This is an optimization exercise on Yosys and OpenROAD, whose aim is a short achievable clock period and few clock cycles, not a production implementation.
The RTL was checked by simulation tests, not by an equivalence proof against the original design.
No activity file was given, so power comes from the tool's default toggle rates.

## design/flow/design.v

```verilog
`default_nettype none
package mipsPkg;
	localparam int QueueDepth = 4;	 
	localparam int CreditWidth = 3;	 
	localparam int QueuePtrWidth = $clog2(QueueDepth);
	localparam int RegCount = 32;
	localparam int RegAddrWidth = $clog2(RegCount);
	localparam int MemWords = 16;
	localparam int MemAddrWidth = $clog2(MemWords);	 
	localparam logic [5:0] OpRType = 6'b000000;
	localparam logic [5:0] OpAddi = 6'b001000;
	localparam logic [5:0] OpAddiu = 6'b001001;
	localparam logic [5:0] OpAndi = 6'b001100;
	localparam logic [5:0] OpOri = 6'b001101;
	localparam logic [5:0] OpXori = 6'b001110;
	localparam logic [5:0] OpSlti = 6'b001010;
	localparam logic [5:0] OpSltiu = 6'b001011;
	localparam logic [5:0] OpLui = 6'b001111;
	localparam logic [5:0] OpLw = 6'b100011;
	localparam logic [5:0] OpSw = 6'b101011;
	localparam logic [5:0] OpHalt = 6'b111111;
	localparam logic [5:0] AluAdd = 6'b100000;
	localparam logic [5:0] AluAddu = 6'b100001;
	localparam logic [5:0] AluSub = 6'b100010;
	localparam logic [5:0] AluAnd = 6'b100100;
	localparam logic [5:0] AluOr = 6'b100101;
	localparam logic [5:0] AluXor = 6'b100110;
	localparam logic [5:0] AluSlt = 6'b101010;
	localparam logic [5:0] AluSltu = 6'b101011;
	localparam logic [5:0] AluLui = 6'b001111;	 
	typedef struct packed {
		logic [5:0] op;
		logic [4:0] rs;
		logic [4:0] rt;
		logic [4:0] rd;
		logic [4:0] shamt;
		logic [5:0] funct;
	} rTypeFields;
	typedef struct packed {
		logic [5:0] op;
		logic [4:0] rs;
		logic [4:0] rt;
		logic [15:0] imm;
	} iTypeFields;
	typedef union packed {
		rTypeFields r;
		iTypeFields i;
	} instrWord;
endpackage
`default_nettype wire
`default_nettype none
import mipsPkg::*;
module instrQueue (
	input  logic clk,
	input  logic rst,
	input  logic instrValid,
	input  mipsPkg::instrWord instr,
	input  logic pop,
	output logic headValid,
	output mipsPkg::instrWord head,
	output logic creditReturn
);
	logic [31:0] slots [0:QueueDepth-1];	 
	logic [QueuePtrWidth-1:0] wrPtr;
	logic [QueuePtrWidth-1:0] rdPtr;
	logic [CreditWidth-1:0] count;
	function automatic logic [QueuePtrWidth-1:0] nextPtr(input logic [QueuePtrWidth-1:0] ptr);
		nextPtr = (ptr == QueueDepth - 1) ? '0 : ptr + 1'b1;
	endfunction
	always_ff @(posedge clk)
	begin
		if (instrValid)
			slots[wrPtr] <= instr;
	end
	always_ff @(posedge clk)
	begin
		if (rst)
		begin
			wrPtr <= '0;
			rdPtr <= '0;
			count <= '0;
			creditReturn <= 1'b0;
		end
		else
		begin
			if (instrValid)
				wrPtr <= nextPtr(wrPtr);
			if (pop)
				rdPtr <= nextPtr(rdPtr);
			case ({instrValid, pop})
				2'b10: count <= count + 1'b1;
				2'b01: count <= count - 1'b1;
				default: count <= count;	 
			endcase
			creditReturn <= pop;	 
		end
	end
	assign headValid = (count != '0);
	assign head = slots[rdPtr];
endmodule
`default_nettype wire
`default_nettype none
import mipsPkg::*;
module controlUnit (
	input  mipsPkg::instrWord instr,
	output logic memToReg,	 
	output logic memWrite,
	output logic aluSrc,	 
	output logic regDst,	 
	output logic regWrite,
	output logic signExtend,
	output logic [5:0] aluControl,
	output logic halt
);
	always_comb
	begin
		memToReg = 1'b0;
		memWrite = 1'b0;
		aluSrc = 1'b0;
		regDst = 1'b0;
		regWrite = 1'b0;
		signExtend = 1'b0;
		aluControl = '0;
		halt = 1'b0;
		case (instr.i.op)
			OpRType:
			begin
				aluControl = instr.r.funct;	 
				regDst = 1'b1;
				regWrite = 1'b1;
			end
			OpAddi, OpAddiu, OpSlti, OpSltiu:
			begin
				aluSrc = 1'b1;
				regWrite = 1'b1;
				signExtend = 1'b1;
				case (instr.i.op)
					OpAddi: aluControl = AluAdd;
					OpAddiu: aluControl = AluAddu;
					OpSlti: aluControl = AluSlt;
					default: aluControl = AluSltu;
				endcase
			end
			OpAndi, OpOri, OpXori:
			begin
				aluSrc = 1'b1;
				regWrite = 1'b1;	 
				case (instr.i.op)
					OpAndi: aluControl = AluAnd;
					OpOri: aluControl = AluOr;
					default: aluControl = AluXor;
				endcase
			end
			OpLui:
			begin
				aluSrc = 1'b1;
				regWrite = 1'b1;
				aluControl = AluLui;
			end
			OpLw:
			begin
				memToReg = 1'b1;
				aluSrc = 1'b1;
				regWrite = 1'b1;
				signExtend = 1'b1;	 
				aluControl = AluAdd;
			end
			OpSw:
			begin
				memWrite = 1'b1;
				aluSrc = 1'b1;
				signExtend = 1'b1;
				aluControl = AluAdd;
			end
			OpHalt: halt = 1'b1;	 
			default: regWrite = 1'b0;	 
		endcase
	end
endmodule
`default_nettype wire
`default_nettype none
import mipsPkg::*;
module regFile (
	input  logic clk,
	input  logic rst,
	input  logic [mipsPkg::RegAddrWidth-1:0] rsAddr,
	input  logic [mipsPkg::RegAddrWidth-1:0] rtAddr,
	input  logic wrEn,
	input  logic [mipsPkg::RegAddrWidth-1:0] wrAddr,
	input  logic [31:0] wrData,
	output logic [31:0] rsData,
	output logic [31:0] rtData
);
	logic [31:0] regs [0:RegCount-1];
	always_ff @(posedge clk)
	begin
		if (rst)
		begin
			for (int k = 0; k < RegCount; k++)
				regs[k] <= '0;
		end
		else if (wrEn && wrAddr != '0)	 
			regs[wrAddr] <= wrData;
	end
	function automatic logic [31:0] readReg(input logic [RegAddrWidth-1:0] addr);
		if (addr == '0)
			readReg = '0;
		else if (wrEn && wrAddr == addr)
			readReg = wrData;
		else
			readReg = regs[addr];
	endfunction
	always_comb
	begin
		rsData = readReg(rsAddr);
		rtData = readReg(rtAddr);
	end
endmodule
`default_nettype wire
`default_nettype none
import mipsPkg::*;
module execUnit (
	input  logic clk,
	input  logic rst,
	input  logic issue,
	input  logic memToReg,
	input  logic memWrite,
	input  logic aluSrc,
	input  logic regWrite,
	input  logic [5:0] aluControl,
	input  logic [31:0] imm,	 
	input  logic [mipsPkg::RegAddrWidth-1:0] destReg,
	input  logic [31:0] rsData,
	input  logic [31:0] rtData,
	input  logic [31:0] memRdata,
	output logic [mipsPkg::MemAddrWidth-1:0] memAddr,
	output logic [31:0] memWdata,
	output logic memWe,
	output logic wrEn,
	output logic [mipsPkg::RegAddrWidth-1:0] wrAddr,
	output logic [31:0] wrData,
	output logic wbValid,
	output logic [mipsPkg::RegAddrWidth-1:0] wbReg,
	output logic [31:0] wbData
);
	logic exMemToReg, exMemWrite, exAluSrc, exRegWrite;
	logic [5:0] exAluControl;
	logic [31:0] exRs, exRt, exImm;
	logic [RegAddrWidth-1:0] exDest;
	logic [31:0] aluB;
	logic [31:0] aluResult;
	always_ff @(posedge clk)
	begin
		if (rst)
		begin
			exMemToReg <= 1'b0;
			exMemWrite <= 1'b0;
			exAluSrc <= 1'b0;
			exRegWrite <= 1'b0;
			exAluControl <= '0;
		end
		else
		begin
			exMemToReg <= issue && memToReg;
			exMemWrite <= issue && memWrite;
			exAluSrc <= aluSrc;
			exRegWrite <= issue && regWrite;
			exAluControl <= aluControl;
		end
	end
	always_ff @(posedge clk)
	begin
		if (issue)
		begin
			exRs <= rsData;
			exRt <= rtData;
			exImm <= imm;
			exDest <= destReg;
		end
	end
	assign aluB = exAluSrc ? exImm : exRt;
	always_comb
	begin
		case (exAluControl)
			AluAdd, AluAddu: aluResult = exRs + aluB;	 
			AluSub: aluResult = exRs - aluB;
			AluAnd: aluResult = exRs & aluB;
			AluOr: aluResult = exRs | aluB;
			AluXor: aluResult = exRs ^ aluB;
			AluSlt: aluResult = {31'b0, $signed(exRs) < $signed(aluB)};
			AluSltu: aluResult = {31'b0, exRs < aluB};
			AluLui: aluResult = {aluB[15:0], 16'b0};
			default: aluResult = '0;
		endcase
	end
	assign memAddr = aluResult[MemAddrWidth+1:2];	 
	assign memWdata = exRt;
	assign memWe = exMemWrite;
	assign wrEn = exRegWrite;
	assign wrAddr = exDest;
	assign wrData = exMemToReg ? memRdata : aluResult;
	always_ff @(posedge clk)
	begin
		if (rst)
			wbValid <= 1'b0;
		else
			wbValid <= wrEn && wrAddr != '0;	 
	end
	always_ff @(posedge clk)
	begin
		wbReg <= wrAddr;
		wbData <= wrData;
	end
endmodule
`default_nettype wire
`default_nettype none
import mipsPkg::*;
module dataMem (
	input  logic clk,
	input  logic rst,
	input  logic [mipsPkg::MemAddrWidth-1:0] addr,
	input  logic [31:0] wdata,
	input  logic we,
	output logic [31:0] rdata
);
	logic [31:0] words [0:MemWords-1];
	always_ff @(posedge clk)
	begin
		if (rst)
		begin
			for (int k = 0; k < MemWords; k++)
				words[k] <= '0;
		end
		else if (we)
			words[addr] <= wdata;
	end
	assign rdata = words[addr];	 
endmodule
`default_nettype wire
`default_nettype none
import mipsPkg::*;
module mipsCore (
	input  logic clk,
	input  logic rst,
	input  logic instrValid,
	input  logic [31:0] instr,
	output logic creditReturn,
	output logic wbValid,
	output logic [mipsPkg::RegAddrWidth-1:0] wbReg,
	output logic [31:0] wbData,
	output logic halted
);
	mipsPkg::instrWord head;
	logic headValid, pop;
	logic memToReg, memWrite, aluSrc, regDst, regWrite, signExtend, halt;
	logic [5:0] aluControl;
	logic [31:0] rsData, rtData, imm;
	logic [RegAddrWidth-1:0] destReg;
	logic [MemAddrWidth-1:0] memAddr;
	logic [31:0] memWdata, memRdata;
	logic memWe;
	logic wrEn;
	logic [RegAddrWidth-1:0] wrAddr;
	logic [31:0] wrData;
	assign pop = headValid && !halted;	 
	always_ff @(posedge clk)
	begin
		if (rst)
			halted <= 1'b0;
		else if (pop && halt)
			halted <= 1'b1;
	end
	assign imm = signExtend ? {{16{head.i.imm[15]}}, head.i.imm} : {16'b0, head.i.imm};
	assign destReg = regDst ? head.r.rd : head.i.rt;
	instrQueue instrQueue_i (
		.clk(clk),
		.rst(rst),
		.instrValid(instrValid),
		.instr(instr),
		.pop(pop),
		.headValid(headValid),
		.head(head),
		.creditReturn(creditReturn)
	);
	controlUnit controlUnit_i (
		.instr(head),
		.memToReg(memToReg),
		.memWrite(memWrite),
		.aluSrc(aluSrc),
		.regDst(regDst),
		.regWrite(regWrite),
		.signExtend(signExtend),
		.aluControl(aluControl),
		.halt(halt)
	);
	regFile regFile_i (
		.clk(clk),
		.rst(rst),
		.rsAddr(head.i.rs),
		.rtAddr(head.i.rt),
		.wrEn(wrEn),
		.wrAddr(wrAddr),
		.wrData(wrData),
		.rsData(rsData),
		.rtData(rtData)
	);
	execUnit execUnit_i (
		.clk(clk),
		.rst(rst),
		.issue(pop),
		.memToReg(memToReg),
		.memWrite(memWrite),
		.aluSrc(aluSrc),
		.regWrite(regWrite),
		.aluControl(aluControl),
		.imm(imm),
		.destReg(destReg),
		.rsData(rsData),
		.rtData(rtData),
		.memRdata(memRdata),
		.memAddr(memAddr),
		.memWdata(memWdata),
		.memWe(memWe),
		.wrEn(wrEn),
		.wrAddr(wrAddr),
		.wrData(wrData),
		.wbValid(wbValid),
		.wbReg(wbReg),
		.wbData(wbData)
	);
	dataMem dataMem_i (
		.addr(memAddr),
		.wdata(memWdata),
		.we(memWe),
		.rdata(memRdata),
		.clk(clk),
		.rst(rst)
	);
endmodule
`default_nettype wire
```

## design/flow/run.sh

```bash
#!/bin/bash
# synth_recipe.tcl (not shown) runs the flow's synth.tcl, then flattens the netlist and writes it again
# the make line also repeats each setting of config.mk as NAME=value (left out here)
make -C /OpenROAD-flow-scripts/flow DESIGN_CONFIG=/design/flow/config.mk WORK_HOME=/design/flow/orfs CLKGATE_MAP_FILE= SYNTH_SCRIPT=/design/flow/synth_recipe.tcl finish
```

## design/flow/constraint.sdc

```tcl
create_clock -name core_clock -period 6.0 [get_ports {clk}]
set_input_delay 1.2000 -clock core_clock [delete_from_list [all_inputs] [get_ports {clk}]]
set_output_delay 1.2000 -clock core_clock [all_outputs]
set_load 0.01 [all_outputs]
```

## design/flow/config.mk

```make
export PLATFORM = sky130hd
export DESIGN_NAME = mipsCore
export DESIGN_NICKNAME = mipsCore
export VERILOG_FILES = /design/flow/design.v
export SDC_FILE = /design/flow/constraint.sdc
export NUM_CORES = 4
export LEC_CHECK = 0
export CAP_MARGIN = 20
export CORE_MARGIN = 2
export CORE_UTILIZATION = 40
export SLEW_MARGIN = 20
```

==> run summary <==
- Status: finished clean
- Once routing completed, OpenROAD measured the worst setup slack at 0.288 ns.
- Buffers placed on the I/O ports in this run total 74.
- In the routed layout, each cell is associated on average with a via count of 6.37.
- After clock tree synthesis, the clock-pin slew on the worst setup and hold paths is 0.06 ns.
- Cells fill 45.4% of the core in the end.
- The worst register-to-register path has a setup slack of 0.29 ns.
- Entering global routing, the biggest net connects 80 pins.
- Number of warnings printed during yosys synthesis: 6
- Num Clock Sinks: 1809
- Setup Slack @ Placement: 0.425 ns
* Summed negative setup slack over all endpoints: 0 ns
- Detailed-route wire length: 330000 um
- The die covers 233000 um2.
* Count of final setup violators: 0
* Seq cells post-synth: 1809
- Of the synthesized area, sequential elements account for 58.6%.
* Die Span Y: 483 um
- Total Nets Final: 6901
* Unrepaired setup endpoints after global routing: false
* First-pass GRT wire length: 465000 um
* Type of the tightest min-delay check: reg -> reg
- The area growth from synthesis to layout is 12.9%.
- Total power of the final layout: 51.0 mW
- Violation count after the first detailed-routing iteration: 9242
* H-tree depth: 4
* Area fraction of the dominant cell type after synthesis: 57.3%
- Tot GR Track Use: 28.1%
- The detailed router put a total of 121000 um of wire on met1.
- The first detailed-routing pass ran for 6 iterations.
* Clock Skew: 0.0722 ns
* Required time of the critical path: 6.55 ns
- Arrival time at the worst endpoint: 6.26 ns
- Estimated wirelength of the detail-placed design: 207000 um
- Dividing the detail-routed wire length by the instance count gives 33.3 um.
* Period minus WS final: 5.71 ns
* Root buffer cell: sky130_fd_sc_hd__clkbuf_16
- Synthesis handed over a netlist of 6730 instances.
- The final critical path takes up 95.2% of the cycle.
- At the pin with the least slew margin, the transition time is 1.20 ns.
* Count of endpoints failing hold in the final timing report: 0
- The number of antenna violations at the first check in global routing came to 14.
* Total of max-cap violations: 0
- Cells with a size suffix above 1 make up 21.5% of the layout.
- The number of global-route vias before repair came to 62100.
* Synth Cell Area: 91700 um2
- For this run, asynchronously set or reset flops after synthesis account for 0%.
- Non-Filler Cell Area, Final: 103000 um2
- Ranked by total cell area, the synthesized netlist is headed by sky130_fd_sc_hd__edfxtp_1, sky130_fd_sc_hd__mux4_2, sky130_fd_sc_hd__nor2_1, sky130_fd_sc_hd__mux2i_1, sky130_fd_sc_hd__and2_1.
- In this run, distinct cell masters in the synthesized netlist total 108.
- The final count of pins violating max slew was 0.
- Cell at the slowest stage of the critical path: sky130_fd_sc_hd__dfxtp_1
- Longest Clk Path Bufs: 3
* Leakage component of the power: 35.1 nW
* Critical path fanouts, max: 34
* Met2 Wirelength: 151000 um
- Biggest cell delay along the critical path: 0.60 ns
- The worst setup path is of the reg -> reg kind.
- Area of placed instances: 97400 um2
* Remaining max-slew budget at the tightest pin: 19.7%
* Num CTS Buffers: 192
* Kind of capture point of the worst setup path: flip-flop
* Core area: 228000 um2
- The number of gates resized after CTS was 0.
- FMAX: 0.175 GHz
- IO Count: 75
- Peak supply drop: 393 uV
- Wire segments on met3 add up to 37400 um in the final route.
* DR top layer: met5
* Mapped Avg Cell Area: 13.6 um2
- DRC violations left: 0
* Count of flip-flops with a built-in enable after synthesis: 1750
* Most repeated library cell on the critical path: sky130_fd_sc_hd__buf_4
- The number of setup buffers added after CTS is 0.
* Clock Latency Late Sink: 0.87 ns
* Cell-by-cell trace of the critical path: buf_4, buf_4, mux2_2, inv_1, ha_1, nor3_1, nand3b_1, nor4b_1, buf_4, nor3_1, a221oi_1, o221ai_1, a32o_1, a221oi_4, buf_12, o21ai_0
- At the end of routability-driven placement, the weighted congestion stood at 0.954.
- Total of hold buffers inserted after clock tree synthesis: 0
* Largest area contributor in the synthesized netlist: sky130_fd_sc_hd__edfxtp_1
- Detailed-route via count: 63200
* Type of origin of the critical path: flip-flop
- Once the floorplan was initialized, standard cells occupied 40.3% of the core.
- From left edge to right edge, the die measures 483 um.
* Number of core rows: 175
- Antenna viol nets, final: 0
- Pwr Density: 493 nW/um2
* Residual overflow from global routing: 0
- For this run, the leading register cell type out of synthesis is sky130_fd_sc_hd__edfxtp_1.
* TritonCTS clock tree: done
Yosys cell counts (72+ instances only):
library cell / number
sky130_fd_sc_hd__a21oi_1: 252
sky130_fd_sc_hd__nor3_1: 300
sky130_fd_sc_hd__edfxtp_1: 1750
sky130_fd_sc_hd__ha_1: 117
sky130_fd_sc_hd__mux2i_1: 217
sky130_fd_sc_hd__nand3_1: 79
sky130_fd_sc_hd__nand2_1: 307
sky130_fd_sc_hd__buf_2: 130
sky130_fd_sc_hd__o21ai_0: 131
sky130_fd_sc_hd__and2_1: 277
sky130_fd_sc_hd__inv_1: 132
sky130_fd_sc_hd__buf_1: 72
sky130_fd_sc_hd__mux4_2: 623
sky130_fd_sc_hd__nor2_1: 1030
sky130_fd_sc_hd__clkbuf_1: 386
cell type report:
cell class	instances	area (um2)
multi-input cells	4165	35200
diodes	5	12.5
clock inverters	114	965
fillers	20200	124000
clock buffers	241	5140
inverters	153	577
flip-flops and latches	1809	53700
well taps	3009	3760
repair buffers	425	4130
stage by stage:
step | instances | hold slack, ns
after global routing | 9917 | 0.518
after CTS | 9916 | 0.496
after global placement | 9560 | 0.467
after floorplan | 6761 | 0.346
after detailed placement | 9561 | 0.488
final | 9921 | 0.490
path summary, 6_finish.rpt:
kind | from | endpoint | depth (start not counted)
max | execUnit_i.exAluSrc$_SDFF_PP0_ | execUnit_i.exRs[11]$_SDFFCE_PN0P_ | 16
max reg2reg | execUnit_i.exAluSrc$_SDFF_PP0_ | execUnit_i.exRs[11]$_SDFFCE_PN0P_ | 16
min reg2reg | instrQueue_i.count[2]$_SDFFE_PP0P_ | instrQueue_i.count[2]$_SDFFE_PP0P_ | 2
min | instrQueue_i.count[2]$_SDFFE_PP0P_ | instrQueue_i.count[2]$_SDFFE_PP0P_ | 2
cell usage in the layout (no fill, tap or decap), types with 21 or more instances in the layout:
cell / count
sky130_fd_sc_hd__nand3_1: 75
sky130_fd_sc_hd__and3_1: 28
sky130_fd_sc_hd__and2_1: 277
sky130_fd_sc_hd__clkbuf_1: 39
sky130_fd_sc_hd__nand4_1: 21
sky130_fd_sc_hd__nor2_2: 33
sky130_fd_sc_hd__dfxtp_1: 57
sky130_fd_sc_hd__o22ai_1: 50
sky130_fd_sc_hd__a22oi_1: 36
sky130_fd_sc_hd__o31ai_1: 21
sky130_fd_sc_hd__ha_1: 117
sky130_fd_sc_hd__clkdlybuf4s50_1: 73
sky130_fd_sc_hd__mux4_2: 617
sky130_fd_sc_hd__buf_12: 60
sky130_fd_sc_hd__o21ai_0: 129
sky130_fd_sc_hd__nand2b_2: 30
sky130_fd_sc_hd__clkbuf_16: 197
sky130_fd_sc_hd__o221ai_1: 43
sky130_fd_sc_hd__inv_1: 131
sky130_fd_sc_hd__clkinv_2: 33
sky130_fd_sc_hd__conb_1: 32
sky130_fd_sc_hd__nand2_1: 271
sky130_fd_sc_hd__mux2i_1: 214
sky130_fd_sc_hd__a31oi_1: 34
sky130_fd_sc_hd__or2_2: 22
sky130_fd_sc_hd__nor2_1: 1028
sky130_fd_sc_hd__edfxtp_1: 1750
sky130_fd_sc_hd__nand2_2: 35
sky130_fd_sc_hd__a211oi_1: 50
sky130_fd_sc_hd__a21oi_1: 252
sky130_fd_sc_hd__buf_4: 291
sky130_fd_sc_hd__nor3_1: 296
sky130_fd_sc_hd__clkinv_1: 51
sky130_fd_sc_hd__a2111oi_0: 30
critical path: cells and delay by family, from the launching register on:
kind	cells	cell delay, ns
adders and majority gates	1	0.38
buffers and inverters	5	1.12
and+or+nand+nor	4	1.28
muxes	1	0.45
AOI/OAI and AO/OA	5	1.57
DFF	1	0.60
cell families (layout without fill, tap and decap cells):
| family | count (synthesis) | after routing | share of synthesized area (%) |
|---|---|---|---|
| multiplexers | 856 | 856 | 17.9 |
| AND/OR/NAND/NOR | 2264 | 2264 | 11.5 |
| buffers and inverters | 787 | 933 | 3.64 |
| AO/OA/AOI/OAI | 875 | 875 | 6.57 |
| flip-flops | 1809 | 1809 | 58.6 |
| XOR/XNOR | 18 | 18 | 0.172 |
| adder cells (fa/ha/maj) | 120 | 120 | 1.66 |
| other | 1 | 37 | 0.00409 |
power by group:
| group | leakage [nW] | internal (mW) | switching [mW] | total, mW |
|---|---|---|---|---|
| Sequential | 18.3 | 14.9 | 0.955 | 15.9 |
| Clock | 2.97 | 6.51 | 5.20 | 11.7 |
| Combinational | 13.8 | 8.15 | 15.3 | 23.4 |
routing by layer:
layer | GRT usage (%) | vias to the layer above
met5 | 0 | -
met4 | 15.0 | 10
met3 | 6.35 | 843
met2 | 43.6 | 4221
met1 | 36.7 | 32400
li1 | - | 25800
sequential cells by signal, summed over array words and instances, names as in the netlist, 2 cells and up, named ones only:
name and cells:
dataMem_i.words 512, execUnit_i.exAluControl 6, execUnit_i.exDest 5, execUnit_i.exImm 17, execUnit_i.exRs 32, execUnit_i.exRt 32, execUnit_i.wbData 32, execUnit_i.wbReg 5
instrQueue_i.count 3, instrQueue_i.rdPtr 2, instrQueue_i.slots 128, instrQueue_i.wrPtr 2, regFile_i.regs 1024
Testbench counts, summed over its fixed seeds: cycles 9,608.

## separate check: timing with driven ports
How much do the figures lean on ideal ports? The routed layout below was timed once more, with nothing changed but the port constraints. Step 1 assumes that a clkbuf_16 drives the clock port and a buf_2 every other input. Step 2 also shifts input and output timing later by t, the mid clock arrival at the registers, as if the neighbouring blocks saw the same clock. Slacks: ideal ports / drivers / drivers and shift; pairs: ideal ports / drivers.
t (ns): 0.931
slack for setup (ns): 0.288 / 0.288 / 0.288
worst register clock-pin slew, ns: 0.07 / 0.07
worst slew at a driven data input, ns: 0.04
After both steps setup and hold are still met in this run. For this run, drivers alone change the setup slack by 0.000 ns; drivers and shift together by 0.000 ns.
